Background: an optimization exercise with open tools, aiming at small area. Do not read the settings as production practice.
Function was checked by simulation only, so behaviour that the tests miss may differ from the original.
Power figures rest on the tool's default switching activity, not on a simulated workload.

==> trial 49 <==
==> flow/design.v <==
package readout_pkg;
    typedef logic [7:0]  byte_t;            
    typedef logic [3:0]  channel_cnt_t;     
    typedef logic [31:0] word_t;            
    typedef logic [31:0] rbcp_addr_t;       
    typedef logic [6:0]  fifo_count_t;      
    typedef logic [7:0]  pace_cnt_t;        
    typedef logic [3:0]  credit_t;          
    localparam int FIFO_DEPTH = 64;                     
    localparam pace_cnt_t READ_DELAY_CYCLES = 8'd200;
    localparam credit_t TX_CREDITS = 4'd8;              
    typedef enum logic [1:0] {
        PACER_IDLE,      
        PACER_WAIT,      
        PACER_DRAIN      
    } pacer_state_e;
endpackage
module sample_fifo (
    input  logic               CLK_200M,
    input  logic               CNT125M,
    input  logic               flush_i,       
    input  logic               wr_en_i,
    input  readout_pkg::byte_t wr_data_i,
    input  logic               rd_en_i,       
    output readout_pkg::byte_t rd_data_o,     
    output logic               empty_o,
    output logic               full_o
);
    logic [8*readout_pkg::FIFO_DEPTH-1:0] mem;       
    readout_pkg::fifo_count_t             count;     
    logic                                 wr_ok;     
    assign full_o  = count[6];
    assign empty_o = (count == '0);
    assign wr_ok   = wr_en_i & ~full_o & ~flush_i;   
    always_ff @(posedge CLK_200M) begin
        if (wr_ok) begin
            mem <= {mem[8*readout_pkg::FIFO_DEPTH-9:0], wr_data_i};
        end
    end
    assign rd_data_o = mem[8*count[5:0] +: 8];
    always_ff @(posedge CLK_200M or posedge CNT125M) begin
        if (CNT125M) begin
            count <= '0;
        end else if (flush_i) begin
            count <= '0;                     
        end else begin
            case ({wr_ok, rd_en_i})
                2'b10:   count <= count + 1'b1;
                2'b01:   count <= count - 1'b1;
                default: count <= count;     
            endcase
        end
    end
endmodule
module readout_pacer (
    input  logic                      CLK_200M,
    input  logic                      CNT125M,
    input  logic                      tcp_open_i,        
    input  logic                      trigger_i,         
    input  readout_pkg::channel_cnt_t rd_channels_i,
    input  logic                      fifo_empty_i,
    input  readout_pkg::byte_t        fifo_data_i,       
    output logic                      fifo_rd_en_o,
    input  logic                      credit_return_i,   
    output logic                      tx_valid_o,
    output readout_pkg::byte_t        tx_data_o
);
    readout_pkg::pacer_state_e state;
    readout_pkg::pace_cnt_t    cnt;          
    readout_pkg::credit_t      used;         
    assign fifo_rd_en_o = (state == readout_pkg::PACER_DRAIN) &
                          (cnt[5:0] != '0) &
                          ~used[3] &
                          ~fifo_empty_i;
    assign tx_data_o = fifo_data_i;          
    always_ff @(posedge CLK_200M or posedge CNT125M) begin
        if (CNT125M) begin
            state <= readout_pkg::PACER_IDLE;
        end else if (!tcp_open_i) begin
            state <= readout_pkg::PACER_IDLE;        
        end else begin
            case (state)
                readout_pkg::PACER_IDLE: begin
                    if (trigger_i) state <= readout_pkg::PACER_WAIT;
                end
                readout_pkg::PACER_WAIT: begin
                    if (cnt == '0) state <= readout_pkg::PACER_DRAIN;
                end
                readout_pkg::PACER_DRAIN: begin
                    if (cnt[5:0] == '0) state <= readout_pkg::PACER_IDLE;    
                end
                default: begin
                    state <= readout_pkg::PACER_IDLE;
                end
            endcase
        end
    end
    always_ff @(posedge CLK_200M) begin
        case (state)
            readout_pkg::PACER_IDLE: begin
                cnt <= readout_pkg::READ_DELAY_CYCLES;
            end
            readout_pkg::PACER_WAIT: begin
                if (cnt == '0) begin
                    cnt <= {2'b00, rd_channels_i, 2'b00};    
                end else begin
                    cnt <= cnt - 1'b1;
                end
            end
            default: begin
                if (fifo_rd_en_o) cnt <= cnt - 1'b1;
            end
        endcase
    end
    always_ff @(posedge CLK_200M or posedge CNT125M) begin
        if (CNT125M) begin
            used       <= '0;
            tx_valid_o <= 1'b0;
        end else if (!tcp_open_i) begin
            used       <= '0;                        
            tx_valid_o <= 1'b0;                      
        end else begin
            tx_valid_o <= fifo_rd_en_o;              
            case ({fifo_rd_en_o, credit_return_i})
                2'b10:   used <= used + 1'b1;
                2'b01:   used <= used - 1'b1;
                default: used <= used;               
            endcase
        end
    end
endmodule
module rbcp_regs (
    input  logic                    CLK_200M,
    input  logic                    CNT125M,
    input  readout_pkg::rbcp_addr_t rbcp_addr_i,
    input  readout_pkg::byte_t      rbcp_wd_i,
    input  logic                    rbcp_we_i,
    input  logic                    rbcp_re_i,
    output readout_pkg::byte_t      rbcp_rd_o,      
    output logic                    rbcp_ack_o      
);
    readout_pkg::word_t offset_reg;      
    logic               written;         
    always_ff @(posedge CLK_200M or posedge CNT125M) begin
        if (CNT125M) begin
            written    <= 1'b0;
            rbcp_ack_o <= 1'b0;
        end else begin
            if (rbcp_we_i) written <= 1'b1;
            rbcp_ack_o <= rbcp_re_i | rbcp_we_i;
        end
    end
    always_ff @(posedge CLK_200M) begin
        if (rbcp_we_i) begin
            offset_reg <= {rbcp_addr_i[31:2], 2'b00} + {4{rbcp_wd_i}};
        end
    end
    always_ff @(posedge CLK_200M) begin
        rbcp_rd_o <= offset_reg[rbcp_addr_i[1:0]*8 +: 8] & {8{written}};    
    end
endmodule
module readout_top (
    input  logic                      CLK_200M,
    input  logic                      CNT125M,
    input  logic                      sample_valid_i,
    input  readout_pkg::byte_t        sample_data_i,
    input  readout_pkg::channel_cnt_t rd_channels_i,     
    output logic                      fifo_full_o,
    input  logic                      tcp_open_i,
    input  logic                      credit_return_i,
    output logic                      tx_valid_o,
    output readout_pkg::byte_t        tx_data_o,
    input  readout_pkg::rbcp_addr_t   rbcp_addr_i,
    input  readout_pkg::byte_t        rbcp_wd_i,
    input  logic                      rbcp_we_i,
    input  logic                      rbcp_re_i,
    output readout_pkg::byte_t        rbcp_rd_o,
    output logic                      rbcp_ack_o
);
    logic               fifo_wr_en;      
    logic               fifo_flush;
    logic               fifo_rd_en;
    logic               fifo_empty;
    readout_pkg::byte_t fifo_data;
    assign fifo_wr_en = sample_valid_i & tcp_open_i;     
    assign fifo_flush = ~tcp_open_i;
    sample_fifo sample_fifo_inst (
        .CLK_200M  (CLK_200M),
        .CNT125M   (CNT125M),
        .flush_i   (fifo_flush),
        .wr_en_i   (fifo_wr_en),
        .wr_data_i (sample_data_i),
        .rd_en_i   (fifo_rd_en),
        .rd_data_o (fifo_data),
        .empty_o   (fifo_empty),
        .full_o    (fifo_full_o)
    );
    readout_pacer readout_pacer_inst (
        .CLK_200M        (CLK_200M),
        .CNT125M         (CNT125M),
        .tcp_open_i      (tcp_open_i),
        .trigger_i       (fifo_wr_en),
        .rd_channels_i   (rd_channels_i),
        .fifo_empty_i    (fifo_empty),
        .fifo_data_i     (fifo_data),
        .fifo_rd_en_o    (fifo_rd_en),
        .credit_return_i (credit_return_i),
        .tx_valid_o      (tx_valid_o),
        .tx_data_o       (tx_data_o)
    );
    rbcp_regs rbcp_regs_inst (
        .CLK_200M    (CLK_200M),
        .CNT125M     (CNT125M),
        .rbcp_addr_i (rbcp_addr_i),
        .rbcp_wd_i   (rbcp_wd_i),
        .rbcp_we_i   (rbcp_we_i),
        .rbcp_re_i   (rbcp_re_i),
        .rbcp_rd_o   (rbcp_rd_o),
        .rbcp_ack_o  (rbcp_ack_o)
    );
endmodule
==> flow/run.sh <==
#!/bin/bash
# synth_recipe.tcl (not shown) runs the flow's synth.tcl, then flattens the netlist and writes it again
# the make line also repeats each setting of config.mk as NAME=value (left out here)
make -C /OpenROAD-flow-scripts/flow DESIGN_CONFIG=/design/flow/config.mk WORK_HOME=/design/flow/orfs CLKGATE_MAP_FILE= SYNTH_SCRIPT=/design/flow/synth_recipe.tcl finish
==> flow/config.mk <==
export PLATFORM = sky130hd
export DESIGN_NAME = readout_top
export DESIGN_NICKNAME = readout_top
export VERILOG_FILES = /design/flow/design.v
export SDC_FILE = /design/flow/constraint.sdc
export NUM_CORES = 4
export LEC_CHECK = 0
export CAP_MARGIN = 20
export CORE_MARGIN = 2
export CORE_UTILIZATION = 40
export SLEW_MARGIN = 20
==> flow/constraint.sdc <==
create_clock -name core_clock -period 5.0 [get_ports {CLK_200M}]
set_input_delay 1.0000 -clock core_clock [delete_from_list [all_inputs] [get_ports {CLK_200M}]]
set_output_delay 1.0000 -clock core_clock [all_outputs]
set_load 0.01 [all_outputs]
==> inputs of build 78, as changes to trial 49 <==
==> flow/design.v, changed modules only <==
module sample_fifo (
    input  logic               CLK_200M,
    input  logic               CNT125M,
    input  logic               flush_i,       
    input  logic               wr_en_i,
    input  readout_pkg::byte_t wr_data_i,
    input  logic               rd_en_i,       
    output readout_pkg::byte_t rd_data_o,     
    output logic               empty_o,
    output logic               full_o
);
    logic [8*readout_pkg::FIFO_DEPTH-1:0] mem;       
    readout_pkg::fifo_count_t             count;     
    logic                                 wr_ok;     
    assign full_o  = count[6];
    assign empty_o = (count == '0);
    assign wr_ok   = wr_en_i & ~full_o & ~flush_i;   
    always_ff @(posedge CLK_200M) begin
        if (wr_ok) begin
            mem <= {mem[8*readout_pkg::FIFO_DEPTH-9:0], wr_data_i};
        end
    end
    logic [7:0]         hi, lo;
    readout_pkg::byte_t grp [8];         
    always_comb begin
        for (int j = 0; j < 8; j++) begin
            hi[j] = (count[5:3] == j);
            lo[j] = (count[2:0] == j);
        end
        rd_data_o = '0;
        for (int j = 0; j < 8; j++) begin
            grp[j] = '0;
            for (int i = 0; i < 8; i++) begin
                grp[j] = grp[j] | (mem[8*(8*j+i) +: 8] & {8{lo[i]}});
            end
            rd_data_o = rd_data_o | (grp[j] & {8{hi[j]}});
        end
    end
    always_ff @(posedge CLK_200M or posedge CNT125M) begin
        if (CNT125M) begin
            count <= '0;
        end else if (flush_i) begin
            count <= '0;                     
        end else begin
            case ({wr_ok, rd_en_i})
                2'b10:   count <= count + 1'b1;
                2'b01:   count <= count - 1'b1;
                default: count <= count;     
            endcase
        end
    end
endmodule
module rbcp_regs (
    input  logic                    CLK_200M,
    input  logic                    CNT125M,
    input  readout_pkg::rbcp_addr_t rbcp_addr_i,
    input  readout_pkg::byte_t      rbcp_wd_i,
    input  logic                    rbcp_we_i,
    input  logic                    rbcp_re_i,
    output readout_pkg::byte_t      rbcp_rd_o,      
    output logic                    rbcp_ack_o      
);
    logic [31:2]        addr_reg;        
    readout_pkg::byte_t wd_reg;          
    logic               written;         
    readout_pkg::byte_t lane_a;          
    logic               lane_c;          
    logic [3:1]         carry;           
    readout_pkg::word_t aligned;
    always_ff @(posedge CLK_200M or posedge CNT125M) begin
        if (CNT125M) begin
            written    <= 1'b0;
            rbcp_ack_o <= 1'b0;
        end else begin
            if (rbcp_we_i) written <= 1'b1;
            rbcp_ack_o <= rbcp_re_i | rbcp_we_i;
        end
    end
    always_ff @(posedge CLK_200M) begin
        if (rbcp_we_i) begin
            addr_reg <= rbcp_addr_i[31:2];
            wd_reg   <= rbcp_wd_i;
        end
    end
    assign aligned = {addr_reg, 2'b00};
    always_comb begin
        logic c;
        c = 1'b0;
        for (int i = 0; i < 24; i++) begin
            c = (aligned[i] & wd_reg[i%8]) | ((aligned[i] | wd_reg[i%8]) & c);
            if (i % 8 == 7) carry[i/8+1] = c;
        end
    end
    always_comb begin
        lane_a = aligned[rbcp_addr_i[1:0]*8 +: 8];       
        case (rbcp_addr_i[1:0])
            2'd0:    lane_c = 1'b0;
            2'd1:    lane_c = carry[1];
            2'd2:    lane_c = carry[2];
            default: lane_c = carry[3];
        endcase
    end
    always_ff @(posedge CLK_200M) begin
        rbcp_rd_o <= (lane_a + wd_reg + 8'(lane_c)) & {8{written}};
    end
endmodule
==> flow/flow/run.sh (new file) <==
#!/bin/bash
# The standard layout with three changes:
#  - synthesis maps the logic with an area-oriented ABC script (flow/area.abc);
#    everything else in synthesis, registers included, is the standard one;
#  - port buffers use the smallest buffer;
#  - the clock tree uses small buffers in large clusters, without dummy loads.
# The make output goes to standard_make.log in this folder.
set -euo pipefail
WORK=$(pwd)
cat > "$WORK/area_synth.tcl" <<EOT
proc abc {args} {
  set i [lsearch \$args -script]
  if {\$i >= 0} { lset args [expr {\$i + 1}] $WORK/flow/area.abc }
  yosys abc {*}\$args
}
source $WORK/synth_recipe.tcl
EOT
bash standard.sh \
  "SYNTH_SCRIPT=$WORK/area_synth.tcl" \
  "CTS_ARGS=-sink_clustering_enable -repair_clock_nets -dont_use_dummy_load -buf_list {sky130_fd_sc_hd__clkbuf_2 sky130_fd_sc_hd__clkbuf_4} -sink_clustering_size 9 -sink_clustering_max_diameter 60" \
  "BUFFER_PORTS_ARGS=-buffer_cell sky130_fd_sc_hd__buf_1" \
  finish > standard_make.log 2>&1
==> flow/flow/area.abc (new file) <==
strash
&get -n
&st
&dch
&nf -R 1000
&put
strash
&get -n
&st
&dch
&nf -R 1000
&put
strash
&get -n
&st
&dch
&nf -R 1000
&put
topo
stime -c
==> flow/standard.sh (new file) <==
#!/bin/bash
# synth_recipe.tcl (not shown) runs the flow's synth.tcl, then flattens the netlist and writes it again
# the make line also repeats each setting of config.mk as NAME=value (left out here)
make -C /OpenROAD-flow-scripts/flow DESIGN_CONFIG=/design/flow/config.mk WORK_HOME=/design/flow/orfs CLKGATE_MAP_FILE= SYNTH_SCRIPT=/design/flow/synth_recipe.tcl "${@:-finish}"
removed: flow/run.sh
==> run notes <==
Number of non-clock inverters: build 78 15; trial 49 17
First-pass iteration count of the detailed router: build 78 9; trial 49 5
Status: build 78 complete, no violations; trial 49 complete, no violations
Tightest hold margin: build 78 0.185 ns; trial 49 0.418 ns
Clock buffer and inverter area fraction after layout: build 78 0.0242; trial 49 0.0744
Sequential cell count: build 78 582; trial 49 576
Reg power frac: build 78 0.683; trial 49 0.507
Clk Tree Root Cell: build 78 sky130_fd_sc_hd__clkbuf_4; trial 49 sky130_fd_sc_hd__clkbuf_16
Area used by multi-input combinational logic: build 78 0.00388 mm2; trial 49 0.00633 mm2
Count of H-tree levels built during CTS: build 78 3; trial 49 2
Vert. Die Dim: build 78 234 um; trial 49 248 um
Vias per cell: build 78 6.01; trial 49 5.43
Starting density of the core: build 78 0.404; trial 49 0.404
Power consumed by the clock network: build 78 2.17 mW; trial 49 4.58 mW
Fraction of the mapped netlist area in compound gates: build 78 0.125; trial 49 0.0427
Detailed route wirelength on metal2: build 78 21500 um; trial 49 20400 um
Layer with the highest usage after global routing: build 78 met2; trial 49 met1
Count of state elements after synthesis: build 78 582; trial 49 576
Global-route met3 utilization: build 78 0.0298; trial 49 0.0276
Min setup slack post-route: build 78 0.273 ns; trial 49 0.396 ns
Comb pwr share: build 78 0.058; trial 49 0.083
Setup crit start: build 78 sample_fifo_inst.count[2]; trial 49 sample_fifo_inst.count[0]
Post-synthesis cell area: build 78 0.0212 mm2; trial 49 0.0238 mm2
Combinational cell power: build 78 484 uW; trial 49 932 uW
Share of synthesized area spent on multiplexers: build 78 0.00638; trial 49 0.155

what the ideal ports hide:
In the flow no input, the clock included, has a driving cell. The finished layouts below were timed again as built, in two steps.
Step 1 (the two cells are an assumption about what drives the block):
set clk [get_ports {CLK_200M}]
set_driving_cell -lib_cell sky130_fd_sc_hd__clkbuf_16 $clk
set_driving_cell -lib_cell sky130_fd_sc_hd__buf_2 [delete_from_list [all_inputs] $clk]
Step 2 also shifts input and output timing later by t, the mid clock arrival at the registers, as if the neighbouring blocks saw the same clock.
Three values: no drivers, after step 1, after step 2; two values: the first two.
run	shift t [ns]	setup WS [ns]	worst register clock-pin slew, ns
trial 49	0.680	0.396 / 0.336 / 0.856	0.06 / 0.06
build 78	0.808	0.273 / 0.224 / 0.346	0.11 / 0.11
After both steps every run listed still meets setup and hold.
